This design comes from an exercise in tuning for a short achievable clock period and few clock cycles per item on the open sky130 flow, not from production work.
At most, simulation tests tie the RTL to the original design; equivalence was not proved.

## riscv_crypto_sha256_msched
module riscv_crypto_sha256_msched (
  input  logic        clk,
  input  logic        rst,
  input  logic        in_valid,
  output logic        in_ready,
  input  logic [31:0] in_data,
  output logic        out_valid,
  input  logic        out_ready,
  output logic [31:0] out_data,
  output logic [5:0]  out_idx,
  output logic        out_last,
  output logic        busy
);
export LEC_CHECK = 0
export ABC_CLOCK_PERIOD_IN_PS = 2000
export CAP_MARGIN = 20
export CORE_MARGIN = 2
export CORE_UTILIZATION = 60
export PLACE_DENSITY = 0.8
export SETUP_SLACK_MARGIN = 5
export SLEW_MARGIN = 20
create_clock -name core_clock -period 8.0 [get_ports {clk}]
standard.sh (not shown) runs the stock make flow with config.mk's settings and CLKGATE_MAP_FILE= SYNTH_SCRIPT=/design/flow/synth_recipe.tcl, a recipe that flattens the netlist after the stock synthesis.
==> flow/flow/run.sh <==
#!/bin/bash
# Standard synthesis and placement; then each output port's flop is moved next
# to its port buffer and placement re-legalized; then the rest of the standard
# ORFS layout. repair_timing aims at a larger setup margin.
set -euo pipefail
M=5.4
bash standard.sh synth > synth.log 2>&1
bash standard.sh SETUP_SLACK_MARGIN=$M place > place.log 2>&1
PLACE_ODB=$PWD/orfs/results/$FLOW_PLATFORM/riscv_crypto_sha256_msched/base/3_place.odb \
  openroad -no_init -exit flow/move_io_flops.tcl > move_io_flops.log 2>&1
bash standard.sh SETUP_SLACK_MARGIN=$M finish > layout.log 2>&1
==> flow/flow/move_io_flops.tcl <==
# Move each output port's driving flop (and any single-fanout cells between it
# and the port buffer) next to the port buffer, then legalize.
set odb $::env(PLACE_ODB)
read_db $odb
set block [ord::get_db_block]
set moved 0
foreach bt [$block getBTerms] {
  if {[$bt getIoType] ne "OUTPUT"} { continue }
  set net [$bt getNet]
  if {$net eq "NULL"} { continue }
  # the port buffer drives the port net
  set drv ""
  foreach it [$net getITerms] { if {[$it isOutputSignal]} { set drv $it } }
  if {$drv eq ""} { continue }
  set buf [$drv getInst]
  set bx [lindex [$buf getLocation] 0]; set by [lindex [$buf getLocation] 1]
  set cur $buf
  for {set hop 0} {$hop < 3} {incr hop} {
    # the single input net of cur
    set innet ""
    foreach it [$cur getITerms] {
      if {[$it isInputSignal]} {
        set m [[$it getMTerm] getName]
        if {$m eq "CLK" || $m eq "RESET_B" || $m eq "SET_B"} { continue }
        set n [$it getNet]
        if {$n ne "NULL"} { lappend innet $n }
      }
    }
    if {[llength $innet] != 1} { break }
    set n [lindex $innet 0]
    set d ""
    set nload 0
    foreach it [$n getITerms] { if {[$it isOutputSignal]} { set d $it } else { incr nload } }
    if {$d eq "" || $nload != 1} { break }
    set prev [$d getInst]
    $prev setLocation $bx $by
    $prev setPlacementStatus PLACED
    incr moved
    set master [[$prev getMaster] getName]
    if {[string match "*df*" $master]} { break }
    set cur $prev
  }
}
puts "moved $moved cells"
detailed_placement
check_placement -verbose
write_db $odb
Rerun with:
--- a/flow/design.v
+++ b/flow/design.v
@@ -79,19 +79,19 @@
   function automatic logic [31:0] maj2(input logic [31:0] a, input logic [31:0] b,
                                        input logic [31:0] c);
     logic [31:0] m;
     m = (a & b) | (a & c) | (b & c);
     maj2 = {m[30:0], 1'b0};
   endfunction
   logic [31:0] fifo_q [DIN];
   logic        f_wp_q, f_rp_q;
-  logic [2:0]  f_cnt_q, f_cnt_d;
+  logic [1:0]  f_cnt_q, f_cnt_d;  
   logic        f_ne_q;
-  logic        f_le1_q, f_le2_q;  
+  logic        f_le1_q, f_le1_d;  
   logic        in_ready_d;
   logic        in_nrdy_q;      
   logic        in_rdy_q;       
   logic [3:0]  in_cnt_q;
   logic        in15_q;         
   logic        in_hs, pop, push;
   logic        byp;            
   logic        adv_e, take_e;  
@@ -143,44 +143,43 @@
   assign take_e  = take | byp;
   assign w_in    = nlt16_q ? (f_ne_q ? head : in_data) : w_sum;
   assign tk_word = nz_q ? rd_word : w_in;
   always_comb begin
     rd_word = 32'd0;
     for (int i = 0; i < NW; i++) rd_word = rd_word | ({32{sel_q[i]}} & win_q[i]);
   end
   always_comb begin
-    f_cnt_d = f_cnt_q + {2'b00, push} - {2'b00, pop};
+    f_cnt_d = f_cnt_q + {1'b0, push} - {1'b0, pop};
+    case ({pop, push})
+      2'b10:   f_le1_d = 1'b1;
+      2'b01:   f_le1_d = ~f_ne_q;
+      default: f_le1_d = f_le1_q;
+    endcase
     n_d     = n_q + {5'd0, adv_e};
     lag_t   = adv_q ? lag_q : lag_q - 5'd1;
     lag_n   = adv_q ? lag_q + 5'd1 : lag_q;
     lag_d   = take ? lag_t : lag_n;
     fne_d   = push | ~f_le1_q | (f_ne_q & ~pop);
     nge16_d = adv_e ? (n15_q | (~nlt16_q & ~n63_q)) : ~nlt16_q;
     adv_d   = (nge16_d | fne_d) &
               ~(take ? 1'b0 : ((lm1_q & adv_q) | lmax_q));
     inc     = in_hs & in15_q;
     dec     = ov_i & out_ready & olh_q;
     pend_d  = pend_q + {1'b0, inc} - {1'b0, dec};
     busy_d  = inc | pend_ge2_q | (pend_eq1_q & ~dec);
-    case ({pop, push})
-      2'b10:   in_ready_d = f_le2_q;
-      2'b01:   in_ready_d = ~f_ne_q;
-      default: in_ready_d = f_le1_q;
-    endcase
-    in_ready_d = in_ready_d | ~busy_d;
+    in_ready_d = f_le1_d | ~busy_d;
   end
   always_ff @(posedge clk or posedge rst) begin
     if (rst) begin
       f_wp_q      <= 1'b0;
       f_rp_q      <= 1'b0;
-      f_cnt_q     <= 3'd0;
+      f_cnt_q     <= 2'd0;
       f_ne_q      <= 1'b0;
       f_le1_q     <= 1'b1;
-      f_le2_q     <= 1'b1;
       in_nrdy_q   <= 1'b0;
       in_rdy_q    <= 1'b1;
       in_cnt_q    <= 4'd0;
       in15_q      <= 1'b0;
       n_q         <= 6'd0;
       nlt16_q     <= 1'b1;
       n15_q       <= 1'b0;
       n63_q       <= 1'b0;
@@ -201,18 +200,17 @@
       pend_eq1_q  <= 1'b0;
       pend_ge2_q  <= 1'b0;
       busy_q      <= 1'b0;
     end else begin
       if (push)  f_wp_q <= ~f_wp_q;
       if (pop)   f_rp_q <= ~f_rp_q;
       f_cnt_q    <= f_cnt_d;
       f_ne_q     <= fne_d;
-      f_le1_q    <= (f_cnt_d <= 3'd1);
-      f_le2_q    <= (f_cnt_d <= 3'd2);
+      f_le1_q    <= f_le1_d;
       in_nrdy_q  <= ~in_ready_d;
       in_rdy_q   <= in_ready_d;
       if (in_hs) begin
         in_cnt_q <= in_cnt_q + 4'd1;
         in15_q   <= (in_cnt_q == 4'd14);
       end
       n_q        <= n_d;
       nlt16_q    <= (n_d[5:4] == 2'b00);
Effect:
- The new run finished with timing, DRC and antenna clean
- worst setup slack improves by 0.070 ns
- maximum frequency increases by 2.6%
- routed wire length goes down by about 7%
- worst hold slack barely changes
- final area fell by 2.4%
- clock-buffer cell count came out higher by 7
- cell count is lower by 1.5%
- critical path depth goes down by 11
No functional check of the RTL was part of any run of this note.

The RTL this note starts from:
==> flow/design.v <==
module riscv_crypto_sha256_msched (
  input  logic        clk,
  input  logic        rst,
  input  logic        in_valid,
  output logic        in_ready,
  input  logic [31:0] in_data,
  output logic        out_valid,
  input  logic        out_ready,
  output logic [31:0] out_data,
  output logic [5:0]  out_idx,
  output logic        out_last,
  output logic        busy
);
  localparam int DIN = 2;
  function automatic logic [31:0] sig0(input logic [31:0] x);
    sig0 = {x[6:0], x[31:7]} ^ {x[17:0], x[31:18]} ^ {3'b000, x[31:3]};
  endfunction
  function automatic logic [31:0] sig1(input logic [31:0] x);
    sig1 = {x[16:0], x[31:17]} ^ {x[18:0], x[31:19]} ^ {10'b0, x[31:10]};
  endfunction
  function automatic logic [31:0] ks_sum(input logic [31:0] g0, input logic [31:0] p0);
    logic [31:0] g, p, gn, pn;
    g = g0;
    p = p0;
    for (int l = 0; l < 5; l++) begin
      for (int i = 0; i < 32; i++) begin
        if (i >= (1 << l)) begin
          gn[i] = g[i] | (p[i] & g[i - (1 << l)]);
          pn[i] = p[i] & p[i - (1 << l)];
        end else begin
          gn[i] = g[i];
          pn[i] = p[i];
        end
      end
      g = gn;
      p = pn;
    end
    ks_sum = p0 ^ {g[30:0], 1'b0};
  endfunction
  function automatic logic [63:0] ks_pre2(input logic [31:0] g0, input logic [31:0] p0);
    logic [31:0] g, p, gn, pn;
    g = g0;
    p = p0;
    for (int l = 0; l < 2; l++) begin
      for (int i = 0; i < 32; i++) begin
        if (i >= (1 << l)) begin
          gn[i] = g[i] | (p[i] & g[i - (1 << l)]);
          pn[i] = p[i] & p[i - (1 << l)];
        end else begin
          gn[i] = g[i];
          pn[i] = p[i];
        end
      end
      g = gn;
      p = pn;
    end
    ks_pre2 = {p, g};
  endfunction
  function automatic logic [31:0] ks_fin3(input logic [31:0] pb, input logic [31:0] g2,
                                          input logic [31:0] p2);
    logic [31:0] g, p, gn, pn;
    g = g2;
    p = p2;
    for (int l = 2; l < 5; l++) begin
      for (int i = 0; i < 32; i++) begin
        if (i >= (1 << l)) begin
          gn[i] = g[i] | (p[i] & g[i - (1 << l)]);
          pn[i] = p[i] & p[i - (1 << l)];
        end else begin
          gn[i] = g[i];
          pn[i] = p[i];
        end
      end
      g = gn;
      p = pn;
    end
    ks_fin3 = pb ^ {g[30:0], 1'b0};
  endfunction
  function automatic logic [31:0] maj2(input logic [31:0] a, input logic [31:0] b,
                                       input logic [31:0] c);
    logic [31:0] m;
    m = (a & b) | (a & c) | (b & c);
    maj2 = {m[30:0], 1'b0};
  endfunction
  logic [31:0] fifo_q [DIN];
  logic        f_wp_q, f_rp_q;
  logic [1:0]  f_cnt_q, f_cnt_d;  
  logic        f_ne_q;
  logic        f_le1_q, f_le1_d;  
  logic        in_ready_d;
  logic        in_nrdy_q;      
  logic        in_rdy_q;       
  logic [3:0]  in_cnt_q;
  logic        in15_q;         
  logic        in_hs, pop, push;
  logic        byp;            
  logic        adv_e, take_e;  
  logic [31:0] head;
  localparam int NW = 14;
  logic [31:0] win_q [NW];
  logic [5:0]  n_q, n_d;       
  logic        nlt16_q;        
  logic        n15_q, n63_q;   
  logic        fne_d, nge16_d;
  logic [31:0] bp_q, bg_q, bgp_q;
  logic [63:0] a_pg;
  logic [31:0] x_q;            
  logic [31:0] xp_q, xg_q;     
  logic        adv_q, adv_d;   
  logic [31:0] s1w;
  logic [31:0] w_sum, x_sum, xs, xc;
  logic [4:0]  lag_q, lag_d, lag_t, lag_n;  
  logic        nz_q;           
  logic        lm1_q, lmax_q;  
  logic [NW-1:0] sel_q;        
  logic [31:0] rd_word, tk_word, w_in;
  logic        ov_port_q, ovn_q, ov_i;
  logic [31:0] out_data_q, od_h_q;
  logic [5:0]  out_idx_q, oi_h_q, m_q;
  logic        out_last_q, olh_q;
  logic        m63_q;          
  logic        take;
  logic [1:0]  pend_q, pend_d;
  logic        pend_eq1_q, pend_ge2_q;
  logic        busy_q, busy_d;
  logic        inc, dec;
  assign in_hs = in_valid & in_rdy_q;
  assign head  = fifo_q[f_rp_q];
  assign pop   = adv_q & nlt16_q;
  assign byp   = in_hs & nlt16_q & ~f_ne_q & ~nz_q & ~adv_q & (~ov_i | out_ready);
  assign push  = in_hs & ~byp;
  assign adv_e = adv_q | byp;
  always_comb begin
    s1w = sig1(win_q[0]);
    xs = win_q[3] ^ sig0(win_q[11]) ^ win_q[12];
    xc = maj2(win_q[3], sig0(win_q[11]), win_q[12]);
  end
  assign w_sum = ks_fin3(bp_q, bg_q, bgp_q);
  assign a_pg  = ks_pre2(s1w & x_q, s1w ^ x_q);
  assign x_sum = ks_sum(xg_q, xp_q);
  assign ov_i = ~ovn_q;
  assign take    = (nz_q | adv_q) & (~ov_i | out_ready);
  assign take_e  = take | byp;
  assign w_in    = nlt16_q ? (f_ne_q ? head : in_data) : w_sum;
  assign tk_word = nz_q ? rd_word : w_in;
  always_comb begin
    rd_word = 32'd0;
    for (int i = 0; i < NW; i++) rd_word = rd_word | ({32{sel_q[i]}} & win_q[i]);
  end
  always_comb begin
    f_cnt_d = f_cnt_q + {1'b0, push} - {1'b0, pop};
    case ({pop, push})
      2'b10:   f_le1_d = 1'b1;
      2'b01:   f_le1_d = ~f_ne_q;
      default: f_le1_d = f_le1_q;
    endcase
    n_d     = n_q + {5'd0, adv_e};
    lag_t   = adv_q ? lag_q : lag_q - 5'd1;
    lag_n   = adv_q ? lag_q + 5'd1 : lag_q;
    lag_d   = take ? lag_t : lag_n;
    fne_d   = push | ~f_le1_q | (f_ne_q & ~pop);
    nge16_d = adv_e ? (n15_q | (~nlt16_q & ~n63_q)) : ~nlt16_q;
    adv_d   = (nge16_d | fne_d) &
              ~(take ? 1'b0 : ((lm1_q & adv_q) | lmax_q));
    inc     = in_hs & in15_q;
    dec     = ov_i & out_ready & olh_q;
    pend_d  = pend_q + {1'b0, inc} - {1'b0, dec};
    busy_d  = inc | pend_ge2_q | (pend_eq1_q & ~dec);
    in_ready_d = f_le1_d | ~busy_d;
  end
  always_ff @(posedge clk or posedge rst) begin
    if (rst) begin
      f_wp_q      <= 1'b0;
      f_rp_q      <= 1'b0;
      f_cnt_q     <= 2'd0;
      f_ne_q      <= 1'b0;
      f_le1_q     <= 1'b1;
      in_nrdy_q   <= 1'b0;
      in_rdy_q    <= 1'b1;
      in_cnt_q    <= 4'd0;
      in15_q      <= 1'b0;
      n_q         <= 6'd0;
      nlt16_q     <= 1'b1;
      n15_q       <= 1'b0;
      n63_q       <= 1'b0;
      adv_q       <= 1'b0;
      lag_q       <= 5'd0;
      nz_q        <= 1'b0;
      lm1_q       <= 1'b0;
      lmax_q      <= 1'b0;
      sel_q       <= '0;
      ov_port_q   <= 1'b0;
      ovn_q       <= 1'b1;
      olh_q       <= 1'b0;
      od_h_q      <= 32'd0;
      oi_h_q      <= 6'd0;
      m_q         <= 6'd0;
      m63_q       <= 1'b0;
      pend_q      <= 2'd0;
      pend_eq1_q  <= 1'b0;
      pend_ge2_q  <= 1'b0;
      busy_q      <= 1'b0;
    end else begin
      if (push)  f_wp_q <= ~f_wp_q;
      if (pop)   f_rp_q <= ~f_rp_q;
      f_cnt_q    <= f_cnt_d;
      f_ne_q     <= fne_d;
      f_le1_q    <= f_le1_d;
      in_nrdy_q  <= ~in_ready_d;
      in_rdy_q   <= in_ready_d;
      if (in_hs) begin
        in_cnt_q <= in_cnt_q + 4'd1;
        in15_q   <= (in_cnt_q == 4'd14);
      end
      n_q        <= n_d;
      nlt16_q    <= (n_d[5:4] == 2'b00);
      n15_q      <= (n_d == 6'd15);
      n63_q      <= (n_d == 6'd63);
      adv_q      <= adv_d;
      lag_q      <= lag_d;
      nz_q       <= take ? (lag_t != 5'd0) : (lag_n != 5'd0);
      lm1_q      <= take ? (lag_t == 5'(NW - 1)) : (lag_n == 5'(NW - 1));
      lmax_q     <= take ? 1'b0 : (lag_n == 5'(NW));
      if (take) begin
        if (~adv_q) sel_q <= {1'b0, sel_q[NW-1:1]};
      end else begin
        if (adv_q)  sel_q <= {sel_q[NW-2:0], ~nz_q};
      end
      ov_port_q  <= take_e | (ov_i & ~out_ready);
      ovn_q      <= ~(take_e | (ov_i & ~out_ready));
      if (take_e) begin
        olh_q    <= m63_q;
        od_h_q   <= tk_word;
        oi_h_q   <= m_q;
        m_q      <= m_q + 6'd1;
        m63_q    <= (m_q == 6'd62);
      end
      pend_q     <= pend_d;
      pend_eq1_q <= (pend_d == 2'd1);
      pend_ge2_q <= pend_d[1];
      busy_q     <= busy_d;
    end
  end
  always_ff @(posedge clk) begin
    if (push) fifo_q[f_wp_q] <= in_data;
    out_data_q <= take_e ? tk_word : od_h_q;
    out_idx_q  <= take_e ? m_q     : oi_h_q;
    out_last_q <= take_e ? m63_q   : olh_q;
    if (adv_e) begin
      bp_q  <= s1w ^ x_q;
      bg_q  <= a_pg[31:0];
      bgp_q <= a_pg[63:32];
      win_q[0] <= w_in;
      for (int i = 1; i < NW; i++) win_q[i] <= win_q[i-1];
      x_q  <= x_sum;
      xp_q <= xs ^ xc;
      xg_q <= xs & xc;
    end
  end
  assign in_ready  = ~in_nrdy_q;
  assign out_valid = ov_port_q;
  assign out_data  = out_data_q;
  assign out_idx   = out_idx_q;
  assign out_last  = out_last_q;
  assign busy      = busy_q;
endmodule
clock: 8.0 ns
lec_check: 0
abc_clock_period_in_ps: 2000
cap_margin: 20
core_margin: 2
core_utilization: 40
setup_slack_margin: 5
slew_margin: 20
Scripts as last shown in full above: flow/flow/run.sh, flow/flow/move_io_flops.tcl
Edit:
--- a/flow/design.v
+++ b/flow/design.v
@@ -85,7 +85,7 @@
   logic [31:0] fifo_q [DIN];
   logic        f_wp_q, f_rp_q;
-  logic [1:0]  f_cnt_q, f_cnt_d;  
+  logic [2:0]  f_cnt_q, f_cnt_d;
   logic        f_ne_q;
-  logic        f_le1_q, f_le1_d;  
+  logic        f_le1_q, f_le2_q;  
   logic        in_ready_d;
   logic        in_nrdy_q;      
@@ -93,7 +93,5 @@
   logic [3:0]  in_cnt_q;
   logic        in15_q;         
-  logic        in_hs, pop, push;
-  logic        byp;            
-  logic        adv_e, take_e;  
+  logic        in_hs, pop;
   logic [31:0] head;
   localparam int NW = 14;
@@ -128,7 +126,4 @@
   assign head  = fifo_q[f_rp_q];
   assign pop   = adv_q & nlt16_q;
-  assign byp   = in_hs & nlt16_q & ~f_ne_q & ~nz_q & ~adv_q & (~ov_i | out_ready);
-  assign push  = in_hs & ~byp;
-  assign adv_e = adv_q | byp;
   always_comb begin
     s1w = sig1(win_q[0]);
@@ -141,6 +136,5 @@
   assign ov_i = ~ovn_q;
   assign take    = (nz_q | adv_q) & (~ov_i | out_ready);
-  assign take_e  = take | byp;
-  assign w_in    = nlt16_q ? (f_ne_q ? head : in_data) : w_sum;
+  assign w_in    = nlt16_q ? head : w_sum;
   assign tk_word = nz_q ? rd_word : w_in;
   always_comb begin
@@ -149,16 +143,11 @@
   end
   always_comb begin
-    f_cnt_d = f_cnt_q + {1'b0, push} - {1'b0, pop};
-    case ({pop, push})
-      2'b10:   f_le1_d = 1'b1;
-      2'b01:   f_le1_d = ~f_ne_q;
-      default: f_le1_d = f_le1_q;
-    endcase
-    n_d     = n_q + {5'd0, adv_e};
+    f_cnt_d = f_cnt_q + {2'b00, in_hs} - {2'b00, pop};
+    n_d     = n_q + {5'd0, adv_q};
     lag_t   = adv_q ? lag_q : lag_q - 5'd1;
     lag_n   = adv_q ? lag_q + 5'd1 : lag_q;
     lag_d   = take ? lag_t : lag_n;
-    fne_d   = push | ~f_le1_q | (f_ne_q & ~pop);
-    nge16_d = adv_e ? (n15_q | (~nlt16_q & ~n63_q)) : ~nlt16_q;
+    fne_d   = in_hs | ~f_le1_q | (f_ne_q & ~pop);
+    nge16_d = adv_q ? (n15_q | (~nlt16_q & ~n63_q)) : ~nlt16_q;
     adv_d   = (nge16_d | fne_d) &
               ~(take ? 1'b0 : ((lm1_q & adv_q) | lmax_q));
@@ -167,5 +156,10 @@
     pend_d  = pend_q + {1'b0, inc} - {1'b0, dec};
     busy_d  = inc | pend_ge2_q | (pend_eq1_q & ~dec);
-    in_ready_d = f_le1_d | ~busy_d;
+    case ({pop, in_hs})
+      2'b10:   in_ready_d = f_le2_q;
+      2'b01:   in_ready_d = ~f_ne_q;
+      default: in_ready_d = f_le1_q;
+    endcase
+    in_ready_d = in_ready_d | ~busy_d;
   end
   always_ff @(posedge clk or posedge rst) begin
@@ -173,7 +167,8 @@
       f_wp_q      <= 1'b0;
       f_rp_q      <= 1'b0;
-      f_cnt_q     <= 2'd0;
+      f_cnt_q     <= 3'd0;
       f_ne_q      <= 1'b0;
       f_le1_q     <= 1'b1;
+      f_le2_q     <= 1'b1;
       in_nrdy_q   <= 1'b0;
       in_rdy_q    <= 1'b1;
@@ -202,9 +197,10 @@
       busy_q      <= 1'b0;
     end else begin
-      if (push)  f_wp_q <= ~f_wp_q;
+      if (in_hs) f_wp_q <= ~f_wp_q;
       if (pop)   f_rp_q <= ~f_rp_q;
       f_cnt_q    <= f_cnt_d;
       f_ne_q     <= fne_d;
-      f_le1_q    <= f_le1_d;
+      f_le1_q    <= (f_cnt_d <= 3'd1);
+      f_le2_q    <= (f_cnt_d <= 3'd2);
       in_nrdy_q  <= ~in_ready_d;
       in_rdy_q   <= in_ready_d;
@@ -227,7 +223,7 @@
         if (adv_q)  sel_q <= {sel_q[NW-2:0], ~nz_q};
       end
-      ov_port_q  <= take_e | (ov_i & ~out_ready);
-      ovn_q      <= ~(take_e | (ov_i & ~out_ready));
-      if (take_e) begin
+      ov_port_q  <= take | (ov_i & ~out_ready);
+      ovn_q      <= ~(take | (ov_i & ~out_ready));
+      if (take) begin
         olh_q    <= m63_q;
         od_h_q   <= tk_word;
@@ -243,9 +239,9 @@
   end
   always_ff @(posedge clk) begin
-    if (push) fifo_q[f_wp_q] <= in_data;
-    out_data_q <= take_e ? tk_word : od_h_q;
-    out_idx_q  <= take_e ? m_q     : oi_h_q;
-    out_last_q <= take_e ? m63_q   : olh_q;
-    if (adv_e) begin
+    if (in_hs) fifo_q[f_wp_q] <= in_data;
+    out_data_q <= take ? tk_word : od_h_q;
+    out_idx_q  <= take ? m_q     : oi_h_q;
+    out_last_q <= take ? m63_q   : olh_q;
+    if (adv_q) begin
       bp_q  <= s1w ^ x_q;
       bg_q  <= a_pg[31:0];
Worst setup slack barely changes.
Global-route usage went down by 0.20 points.
Utilization went down by 0.36 points.
Non-clock buffer count went down by 32.
Cell count went down by 2.0%.
Clock-buffer cell count went up by 12.
Flip-flop and latch count went up by 4.
First-iteration DRC count went up by 6.1%.
Wire length went down by 2.7%.
Worst hold slack loses 0.023 ns.
Critical path depth went down by 8.
Via count went down by 2.6%.
Testbench counts after the change, summed over its fixed seeds: cycles 4,112, items 4,096.
The RTL of the first run of this note was laid out without a check of its function.

static timing again, ports no longer ideal:
The flow's constraints put no driver on any port. The routed layouts listed below were extracted and timed again, unchanged, in two steps.
Step 1, drivers: a clkbuf_16 drives clk and a buf_2 each remaining input, both assumed.
Step 2 adds t to the input delays and takes it off the output delays; t is the mean of the earliest and latest rising clock arrival at the registers after step 1. Input paths then give back, and output paths get back, about the clock's delay inside the block.
Slacks: ideal / step 1 / step 2; pairs: ideal / step 1.
run	shift t [ns]	slack for setup (ns)	worst slew at a driven data input, ns
the first run of note 1	0.686	5.188 / 5.185 / 4.524	0.05
the second run of note 1	0.678	5.258 / 5.195 / 4.643	0.06
the first run of note 2	0.703	5.240 / 5.182 / 4.709	0.06
the second run of note 2	0.704	5.238 / 5.175 / 4.807	0.07
After both steps setup and hold are still met in every run listed. The setup slack of the first run of note 1, which loses most, moves by -0.003 ns with the drivers and by -0.664 ns with both steps.
